Context: an optimization exercise on an open-source flow, tuned for small area. The choices shown serve that exercise and are no tape-out recipe. Function was checked by simulation only, so behaviour that the tests miss may differ from the original. Power is estimated from default activity; no workload was simulated.

==> inputs of job 4267 <==
==> flow/design.v <==
module regfile_aoi222 (
   input  logic a0, b0, a1, b1, a2, b2,
   output logic y
);
   assign y = !((a0 && b0) || (a1 && b1) || (a2 && b2));
endmodule
module regfile_wr_bit (
   input  logic hold,
   input  logic e0,
   input  logic e1,
   input  logic q,
   input  logic wd0,
   input  logic wd1,
   output logic d
);
   logic dn;
   regfile_aoi222 u_aoi (.a0(hold), .b0(q), .a1(e0), .b1(wd0), .a2(e1), .b2(wd1), .y(dn));
   assign d = !dn;
endmodule
module regfile_rd_bit (
   input  logic [32:0] sel,
   input  logic [32:0] din,
   output logic        dout
);
   logic [10:0] gn;
   for (genvar g = 0; g < 11; g++) begin : g_grp
      regfile_aoi222 u_aoi (
         .a0(sel[3*g]),   .b0(din[3*g]),
         .a1(sel[3*g+1]), .b1(din[3*g+1]),
         .a2(sel[3*g+2]), .b2(din[3*g+2]),
         .y(gn[g])
      );
   end
   assign dout = !(&gn);
endmodule
module regfile_mp_scoreboard #(
   parameter int unsigned DATA     = 32,
   parameter int unsigned ADDR     = 5,
   parameter int unsigned NRD      = 2,
   parameter int unsigned BYPASS   = 1,
   parameter int unsigned ZERO_REG = 1
) (
   input  logic                clk,
   input  logic                rstn,
   input  logic                we0,
   input  logic [ADDR-1:0]     wa0,
   input  logic [DATA-1:0]     wd0,
   input  logic                we1,
   input  logic [ADDR-1:0]     wa1,
   input  logic [DATA-1:0]     wd1,
   input  logic [NRD*ADDR-1:0] ra,
   output logic [NRD*DATA-1:0] rd,
   input  logic                iss_valid,
   input  logic [ADDR-1:0]     iss_rd,
   output logic [NRD-1:0]      busy,
   output logic                stall,
   output logic                wr_collision
);
   localparam int unsigned DEPTH = 2**ADDR;
   logic [DATA-1:0]  regs_q [1:DEPTH-1];
   logic [DEPTH-1:1] vld_q, sb_q;
   logic             wr_collision_q;
   logic             acc0, acc1;
   logic [DEPTH-1:1] e0, e1, hold, iss;
   assign acc0 = we0 && (wa0 != '0);
   assign acc1 = we1 && (wa1 != '0) && !(acc0 && (wa1 == wa0));
   for (genvar i = 1; i < DEPTH; i++) begin : g_reg
      assign e0[i]   = acc0 && (wa0 == i);
      assign e1[i]   = acc1 && (wa1 == i);
      assign hold[i] = !(e0[i] || e1[i]);
      assign iss[i]  = iss_valid && (iss_rd == i);
      logic [DATA-1:0] d;
      for (genvar b = 0; b < DATA; b++) begin : g_bit
         regfile_wr_bit u_wr (
            .hold(hold[i]), .e0(e0[i]), .e1(e1[i]), .q(regs_q[i][b]), .wd0(wd0[b]), .wd1(wd1[b]),
            .d(d[b])
         );
      end
      always_ff @(posedge clk) regs_q[i] <= d;
      always_ff @(posedge clk or negedge rstn) begin
         if (!rstn) begin
            vld_q[i] <= 1'b0;
            sb_q[i]  <= 1'b0;
         end else begin
            vld_q[i] <= vld_q[i] || !hold[i];
            sb_q[i]  <= iss[i] || (sb_q[i] && hold[i]);
         end
      end
   end
   always_ff @(posedge clk or negedge rstn) begin
      if (!rstn) wr_collision_q <= 1'b0;
      else       wr_collision_q <= acc0 && we1 && (wa1 == wa0);
   end
   assign wr_collision = wr_collision_q;
   for (genvar k = 0; k < NRD; k++) begin : g_rd
      logic [ADDR-1:0]  ra_k;
      logic             hit0, hit1;
      logic [DEPTH:0]   sel;
      assign ra_k = ra[k*ADDR +: ADDR];
      assign hit0 = acc0 && (wa0 == ra_k);
      assign hit1 = acc1 && (wa1 == ra_k);
      assign sel[0]     = hit0;
      assign sel[DEPTH] = hit1 && !hit0;
      for (genvar i = 1; i < DEPTH; i++) begin : g_sel
         assign sel[i] = (ra_k == i) && vld_q[i] && !hit0 && !hit1;
      end
      for (genvar b = 0; b < DATA; b++) begin : g_bit
         logic [DEPTH:0] din;
         assign din[0]     = wd0[b];
         assign din[DEPTH] = wd1[b];
         for (genvar i = 1; i < DEPTH; i++) begin : g_din
            assign din[i] = regs_q[i][b];
         end
         regfile_rd_bit u_rd (.sel(sel), .din(din), .dout(rd[k*DATA + b]));
      end
      assign busy[k] = !hit0 && !hit1 && (ra_k != '0) && sb_q[ra_k];
   end
   assign stall = |busy;
endmodule
==> flow/run.sh <==
#!/bin/bash
# synth_recipe.tcl (not shown) runs the flow's synth.tcl, then flattens the netlist and writes it again
# the make line also repeats each setting of config.mk as NAME=value (left out here)
make -C /OpenROAD-flow-scripts/flow DESIGN_CONFIG=/design/flow/config.mk WORK_HOME=/design/flow/orfs CLKGATE_MAP_FILE= SYNTH_SCRIPT=/design/flow/synth_recipe.tcl finish
==> flow/config.mk <==
export PLATFORM = sky130hd
export DESIGN_NAME = regfile_mp_scoreboard
export DESIGN_NICKNAME = regfile_mp_scoreboard
export VERILOG_FILES = /design/flow/design.v
export SDC_FILE = /design/flow/constraint.sdc
export NUM_CORES = 4
export LEC_CHECK = 0
export CAP_MARGIN = 20
export CORE_MARGIN = 2
export CORE_UTILIZATION = 45
export PLACE_DENSITY = 0.55
export SLEW_MARGIN = 20
export SYNTH_HIERARCHICAL = 1
export SYNTH_MINIMUM_KEEP_SIZE = 0
==> flow/constraint.sdc <==
create_clock -name core_clock -period 9.0 [get_ports {clk}]
set_input_delay 1.8000 -clock core_clock [delete_from_list [all_inputs] [get_ports {clk}]]
set_output_delay 1.8000 -clock core_clock [all_outputs]
set_load 0.01 [all_outputs]
==> inputs of job 6569, as changes to job 4267 <==
--- a/flow/design.v
+++ b/flow/design.v
@@ -62,11 +62,22 @@
    logic             wr_collision_q;
-   logic             acc0, acc1;
-   logic [DEPTH-1:1] e0, e1, hold, iss;
+   logic [DEPTH-1:0] f0, f1, fi;
+   logic [DEPTH-1:1] e0, e1, hold;
+   logic             eq01, acc0, acc1;
+   function automatic logic [DEPTH-1:0] decode(input logic en, input logic [ADDR-1:0] a);
+      logic [3:0] lo;
+      logic [7:0] hi;
+      for (int j = 0; j < 4; j++) lo[j] = (a[1:0] == j);
+      for (int j = 0; j < 8; j++) hi[j] = en && (a[4:2] == j);
+      for (int i = 0; i < DEPTH; i++) decode[i] = lo[i % 4] && hi[i / 4];
+   endfunction
+   assign f0   = decode(we0, wa0);
+   assign f1   = decode(we1, wa1);
+   assign fi   = decode(iss_valid, iss_rd);
+   assign eq01 = (wa0 == wa1);
    assign acc0 = we0 && (wa0 != '0);
-   assign acc1 = we1 && (wa1 != '0) && !(acc0 && (wa1 == wa0));
+   assign acc1 = we1 && (wa1 != '0) && !(acc0 && eq01);
    for (genvar i = 1; i < DEPTH; i++) begin : g_reg
-      assign e0[i]   = acc0 && (wa0 == i);
-      assign e1[i]   = acc1 && (wa1 == i);
-      assign hold[i] = !(e0[i] || e1[i]);
-      assign iss[i]  = iss_valid && (iss_rd == i);
+      assign e0[i]   = f0[i];
+      assign e1[i]   = f1[i] && !f0[i];
+      assign hold[i] = !(f0[i] || f1[i]);
       logic [DATA-1:0] d;
@@ -85,3 +96,3 @@
             vld_q[i] <= vld_q[i] || !hold[i];
-            sb_q[i]  <= iss[i] || (sb_q[i] && hold[i]);
+            sb_q[i]  <= fi[i] || (sb_q[i] && hold[i]);
          end
@@ -91,3 +102,3 @@
       if (!rstn) wr_collision_q <= 1'b0;
-      else       wr_collision_q <= acc0 && we1 && (wa1 == wa0);
+      else       wr_collision_q <= acc0 && we1 && eq01;
    end
@@ -96,7 +107,10 @@
       logic [ADDR-1:0]  ra_k;
-      logic             hit0, hit1;
+      logic             hit0, hit1, nohit;
+      logic [DEPTH-1:0] dec;
       logic [DEPTH:0]   sel;
-      assign ra_k = ra[k*ADDR +: ADDR];
-      assign hit0 = acc0 && (wa0 == ra_k);
-      assign hit1 = acc1 && (wa1 == ra_k);
+      assign ra_k  = ra[k*ADDR +: ADDR];
+      assign hit0  = acc0 && (wa0 == ra_k);
+      assign hit1  = acc1 && (wa1 == ra_k);
+      assign nohit = !(hit0 || hit1);
+      assign dec   = decode(nohit, ra_k);
       assign sel[0]     = hit0;
@@ -104,3 +118,3 @@
       for (genvar i = 1; i < DEPTH; i++) begin : g_sel
-         assign sel[i] = (ra_k == i) && vld_q[i] && !hit0 && !hit1;
+         assign sel[i] = dec[i] && vld_q[i];
       end
@@ -115,3 +129,3 @@
       end
-      assign busy[k] = !hit0 && !hit1 && (ra_k != '0) && sb_q[ra_k];
+      assign busy[k] = |(dec[DEPTH-1:1] & sb_q);
    end
==> flow/flow/run.sh (new file) <==
#!/bin/bash
# Standard ORFS layout, with two changes: clock tree synthesis without dummy loads and with
# smaller clock buffers, and the smallest buffer cell on the ports.
set -uo pipefail
export CTS_ARGS="-sink_clustering_enable -repair_clock_nets -dont_use_dummy_load -buf_list {sky130_fd_sc_hd__clkbuf_4 sky130_fd_sc_hd__clkbuf_8} -sink_clustering_size 14 -sink_clustering_max_diameter 60"
export BUFFER_PORTS_ARGS="-buffer_cell sky130_fd_sc_hd__buf_1"
bash standard.sh finish > standard_flow.log 2>&1
rc=$?
cp -r orfs/logs flow_logs 2>/dev/null
exit $rc
==> flow/standard.sh (new file) <==
#!/bin/bash
# synth_recipe.tcl (not shown) runs the flow's synth.tcl, then flattens the netlist and writes it again
# the make line also repeats each setting of config.mk as NAME=value (left out here)
make -C /OpenROAD-flow-scripts/flow DESIGN_CONFIG=/design/flow/config.mk WORK_HOME=/design/flow/orfs CLKGATE_MAP_FILE= SYNTH_SCRIPT=/design/flow/synth_recipe.tcl "${@:-finish}"
- CAP_MARGIN: 20 -> 10
- CORE_UTILIZATION: 45 -> 40
- PLACE_DENSITY: 0.55 -> 0.5
- SLEW_MARGIN: 20 -> 10
removed: flow/run.sh
==> notes.md <==
Job 6569 completed without violations. Job 4267 completed with no timing, DRC or antenna violations.
In job 6569 the register-to-register slack is higher than in job 4267, by 0.07 ns.
Against job 6569, the cell count of job 4267 is smaller by 1.2%.
Of job 6569 and job 4267, job 6569 has the higher die area (gap 12%, measured against job 4267).
In job 4267 the setup slack is worse than in job 6569, by 0.63 ns.
Of job 6569 and job 4267, job 4267 has the higher global-route usage (gap 5.6 points).
Of job 4267 and job 6569, job 4267 has the higher first-iteration DRC count (gap about 6.5%, measured against job 6569).
Clock-buffer cell count: job 4267 is higher than job 6569 (53).
Against job 6569, the sequential share of layout area of job 4267 is lower by 2.5 points.
Between job 4267 and job 6569, the lower combinational power is in job 6569 (gap about 10%, measured against job 6569).
Against job 4267, the wire length of job 6569 is lower by about 0.26%.
==> figures <==
|  | job 6569 | job 4267 |
|---|---|---|
| Run status | no timing/DRC/antenna violations | no timing/DRC/antenna violations |
| Worst path depth | 11 | 12 |
| Area occupied by multi-input gates | 22500 sq um | 22300 sq um |
| Global-route wire length before repair | 362000 um | 365000 um |
| Capturing element of the worst setup path | rd[54] | rd[33] |
| Combinational fraction of design power | 21.0% | 19.0% |
| Cell Int Power | 0.00824 W | 0.0104 W |
| Worst-skew pair later-pin latency | 0.84 ns | 0.73 ns |
| Register share of the cell area | 40.1% | 37.7% |
| Wire length on met3 | 43000 um | 43900 um |
| Mux share of post-synthesis cell area | 0.259% | 0.779% |
| Complex-gate fraction of the synthesized area | 37.7% | 37.5% |
| Inst Count DP | 6392 | 6207 |
| Arithmetic-cell share of the synthesized area counting full adders, half adders and majority gates | 0% | 0.267% |
| Worst ir drop on vdd | 0.000132 V | 0.000161 V |
| Fraction of post-synthesis cell area in the top cell type by area | 42.4% | 42.4% |
| Post-Route M1 WL | 95900 um | 90700 um |
| Site Rows | 125 | 118 |
| Worst path slowest cell | sky130_fd_sc_hd__or2_1 | sky130_fd_sc_hd__clkdlybuf4s50_1 |
| Sequential group share of total power | 55.5% | 46.3% |
| Worst stage delay on the critical path | 0.68 ns | 0.63 ns |

static timing again, ports no longer ideal:
The results above use ideal ports. As a check the final layouts listed here were re-extracted and re-timed, cells and wires unchanged. Step 1 assumes that a clkbuf_16 drives the clock port and a buf_2 every other input. Step 2 times the ports against the registers' clock, not the clock port: input delays grow and output delays shrink by t, the midpoint of the rising clock arrivals with the driver on. Three values: ideal, step 1, step 2; two values: the first two.
run | t (ns) | setup slack, ns | hold WS [ns] | worst setup path at the end | cell pins on the clock port's net
job 4267 | 0.810 | 0.278 / 0.248 / 0.248 | 0.487 / 0.487 / 0.487 | input to output | 1
job 6569 | 0.883 | 0.906 / 0.874 / 0.874 | 0.485 / 0.485 / 0.485 | input to output | 1
After both steps setup and hold are still met in every run listed. For job 6569, which loses most, drivers alone change the setup slack by -0.032 ns; drivers and shift together by -0.032 ns.
